From an optimization exercise on the open Yosys and OpenROAD flow, aimed at small area; shortcuts taken in it are not production practice. RTL that was checked went through simulation tests only; none was proved equivalent to the original. Power figures rest on the tool's default switching activity, not on a simulated workload.

## radar_display_top
module radar_display_top (
	input logic clock,
	input logic arst_n,
	input logic signed [11:0] target_x,
	input logic signed [11:0] target_y,
	input logic target_load,
	output logic [23:0] pixel,
	output logic hsync,
	output logic vsync,
	output logic de
);
	function automatic logic [15:0] rca(input logic [15:0] a, input logic [15:0] b, input logic cin);
		logic c;
		c = cin;
		for (int i = 0; i < 16; i++) begin
			rca[i] = a[i] ^ b[i] ^ c;
			c = (a[i] & b[i]) | (c & (a[i] ^ b[i]));
		end
	endfunction
	function automatic logic ge(input logic [15:0] v, input logic [15:0] k);
		logic r;
		r = 1'b1;
		for (int i = 0; i < 16; i++)
			r = k[i] ? (v[i] & r) : (v[i] | r);
		ge = r;
	endfunction
	function automatic logic in_range(input logic [15:0] v, input logic [15:0] lo, input logic [15:0] hi);
		in_range = ge(v, lo) && ge(hi, v);
	endfunction
	logic [8:0] x;
	logic [7:0] w;
	logic first;
	logic [15:0] r_sq;
	wire x_end = (x == 9'd175);
	wire w_end = (w == 8'd168);
	wire at_origin = (x == 9'h160) && (w == 8'd177);
	always_ff @(posedge clock or negedge arst_n) begin
		if (!arst_n) begin
			x <= 9'd171;
			w <= 8'd168;
			first <= 1'b1;
		end else begin
			x <= x_end ? 9'h160 : 9'(rca(16'(x), 16'd0, 1'b1));
			if (x_end)
				w <= w_end ? 8'd177 : 8'(rca(16'(w), 16'd0, 1'b1));
			if (at_origin)
				first <= 1'b0;
		end
	end
	wire x_blank = !x[8] && ge(16'(x[7:0]), 16'd160);
	wire x_last = (x == 9'd159);
	logic [9:0] r_step;
	wire w_neg = w[7] && (w[6] || w[5]);
	always_comb begin
		if (x_blank)
			r_step = '0;
		else if (x_last)
			r_step = {w_neg, w, 1'b0};  
		else
			r_step = {x, 1'b1};
	end
	always_ff @(posedge clock) begin
		if (x_end && w_end)
			r_sq <= 16'd17441;  
		else
			r_sq <= rca(r_sq, {{6{r_step[9]}}, r_step}, 1'b0);
	end
	wire s = x[8];
	wire [6:0] b = x[6:0] ^ {7{s}};
	wire [15:0] m15s = rca(16'(b[6:4]), 16'(b), s);
	wire [7:0] s15 = 8'(rca(16'(m15s[7:2]), 16'(w), s));
	wire [7:0] s45 = 8'(rca(16'(b), 16'(w), s));
	wire [15:0] m75 = rca({6'd0, b[5:0], 4'd0}, {10'd0, ~b[5:0]}, 1'b0);
  ...
Settings: LEC_CHECK=0, CAP_MARGIN=20, CORE_MARGIN=2, CORE_UTILIZATION=40, CTS_BUF_LIST=sky130_fd_sc_hd__clkbuf_4, CTS_CLUSTER_SIZE=8, SLEW_MARGIN=20; clock period 8.0 ns.
standard.sh (not shown) runs the stock make flow with config.mk's settings and CLKGATE_MAP_FILE= SYNTH_SCRIPT=/design/flow/synth_recipe.tcl, a recipe that flattens the netlist after the stock synthesis.
==> flow/flow/run.sh <==
#!/bin/bash
# Standard synthesis, then the standard layout with port buffers of the
# smallest buffer cell instead of the resizer's default choice.
set -euo pipefail
bash standard.sh synth > synth.log 2>&1
export BUFFER_PORTS_ARGS="-buffer_cell sky130_fd_sc_hd__buf_1"
bash standard.sh finish > layout.log 2>&1
Change:
--- a/flow/config.mk
+++ b/flow/config.mk
@@ -10,4 +10,5 @@
 export CORE_UTILIZATION = 40
-export CTS_BUF_LIST = sky130_fd_sc_hd__clkbuf_4
-export CTS_CLUSTER_SIZE = 8
+export CTS_BUF_LIST = sky130_fd_sc_hd__clkbuf_8
+export CTS_CLUSTER_DIAMETER = 100
+export CTS_CLUSTER_SIZE = 30
 export SLEW_MARGIN = 20
Outcome:
- synthesized cell count does not change
- clock skew drops by 0.0052 ns
- cell count drops by 0.31%
- worst setup slack gets worse by 0.045 ns
- via count fell by 0.33%
No run of this note included a check of the RTL's function; only the layout flow was run.


Another version of the RTL of radar_display_top (not shown whole).
Size: about 420 cells after synthesis, about 54 I/O pins, roughly 0.0048 mm2 of cells after synthesis.
export LEC_CHECK = 0
export CAP_MARGIN = 20
export CORE_MARGIN = 2
export CORE_UTILIZATION = 65
export CTS_BUF_LIST = sky130_fd_sc_hd__clkbuf_4
export PLACE_DENSITY = 0.75
export SLEW_MARGIN = 20
create_clock -name core_clock -period 8.0 [get_ports {clock}]
==> flow/flow/run.sh <==
#!/bin/bash
# Standard synthesis; then, keeping every register as synthesis made it:
# inverters around full adders cleaned up (fapol.py) and the remaining
# combinational cells mapped again by ABC with full adders and half adders
# kept; then the standard layout with port buffers of the smallest buffer
# cell and clock tree synthesis without dummy load cells.
set -euo pipefail
HERE=$(pwd)
R=$HERE/orfs/results/$FLOW_PLATFORM/radar_display_top/base
LIB=$FLOW_HOME/platforms/sky130hd/lib/sky130_fd_sc_hd__tt_025C_1v80.lib
YOSYS=$FLOW_HOME/../tools/install/yosys/bin/yosys
bash standard.sh synth > synth.log 2>&1
mkdir -p reopt
cp $R/1_2_yosys.v reopt/standard.v
python3 flow/fapol.py reopt/standard.v reopt/fapol.v > reopt/fapol.log 2>&1
python3 flow/mkmap.py $LIB reopt/fapol.v reopt/comb_map.v > reopt/mkmap.log 2>&1
cat > reopt/reopt.ys <<EOY
read_liberty -lib $LIB
read_verilog reopt/fapol.v
hierarchy -top $FLOW_TOP
techmap -map reopt/comb_map.v
techmap
opt -fast -purge
abc -liberty $LIB $(cat flow/dontuse.txt) -D $(python3 -c "print(int(float('$FLOW_PERIOD_NS')*1000))")
opt_clean -purge
splitnets
opt_clean -purge
hilomap -singleton -hicell sky130_fd_sc_hd__conb_1 HI -locell sky130_fd_sc_hd__conb_1 LO
insbuf -buf sky130_fd_sc_hd__buf_4 A X
check -assert
stat -liberty $LIB
write_verilog -noattr -nohex -nodec reopt/reopt.v
EOY
$YOSYS -s reopt/reopt.ys > reopt/yosys.log 2>&1
cp reopt/reopt.v $R/1_2_yosys.v
bash standard.sh synth > synth_odb.log 2>&1
export BUFFER_PORTS_ARGS="-buffer_cell sky130_fd_sc_hd__buf_1"
export CTS_ARGS="-sink_clustering_enable -repair_clock_nets -dont_use_dummy_load -sink_clustering_size 8 -buf_list sky130_fd_sc_hd__clkbuf_4"
bash standard.sh finish > layout.log 2>&1
Other scripts of this flow, unchanged in this note and not shown: flow/flow/dontuse.txt, flow/flow/fapol.py, flow/flow/mkmap.py
Next try:
--- a/flow/flow/run.sh
+++ b/flow/flow/run.sh
@@ -36,4 +36,4 @@
 bash standard.sh synth > synth_odb.log 2>&1
 export BUFFER_PORTS_ARGS="-buffer_cell sky130_fd_sc_hd__buf_1"
-export CTS_ARGS="-sink_clustering_enable -repair_clock_nets -dont_use_dummy_load -sink_clustering_size 8 -buf_list sky130_fd_sc_hd__clkbuf_4"
+export CTS_ARGS="-sink_clustering_enable -repair_clock_nets -dont_use_dummy_load -sink_clustering_size 80 -sink_clustering_max_diameter 500 -buf_list sky130_fd_sc_hd__clkbuf_8"
 bash standard.sh finish > layout.log 2>&1
--- a/flow/config.mk
+++ b/flow/config.mk
@@ -8,6 +8,6 @@
 export CAP_MARGIN = 20
 export CORE_MARGIN = 2
-export CORE_UTILIZATION = 65
+export CORE_UTILIZATION = 40
 export CTS_BUF_LIST = sky130_fd_sc_hd__clkbuf_4
-export PLACE_DENSITY = 0.75
+export CTS_CLUSTER_SIZE = 8
 export SLEW_MARGIN = 20
=>
- The changed run ran to the end with no violations
- synthesized cell count is unchanged
- via count fell by about 2.8%
- sequential cell count is unchanged
- power rose by about 9%
- clock power rose by about 32%
- routed wire length fell by 2.0%

[re-timing with driven ports]
The results above use ideal ports. As a check the final layouts listed here were re-extracted and re-timed, cells and wires unchanged.
Step 1 (the two cells are an assumption about what drives the block):
set clk [get_ports {clock}]
set_driving_cell -lib_cell sky130_fd_sc_hd__clkbuf_16 $clk
set_driving_cell -lib_cell sky130_fd_sc_hd__buf_2 [delete_from_list [all_inputs] $clk]
Step 2 moves the port delays by t, midway between the first and last clock arrival at a register: inputs arrive t later, outputs are due t later. That takes back most of the time a late clock gives input paths.
a / b / c = ideal ports / drivers / drivers and shift; a / b = the first two.
run	t (ns)	setup slack, ns	worst register clock-pin slew, ns	worst data-port slew with drivers (ns)	pins driven straight from the clock port
the first run of note 1	0.433	0.411 / 0.411 / 0.411	0.11 / 0.11	0.04	1
the second run of note 1	0.370	0.367 / 0.367 / 0.367	0.07 / 0.07	0.04	1
the first run of note 2	0.421	0.568 / 0.537 / 0.754	0.11 / 0.11	0.03	1
the second run of note 2	0.362	0.744 / 0.713 / 0.767	0.08 / 0.08	0.03	1
After both steps setup and hold are still met in every run listed.
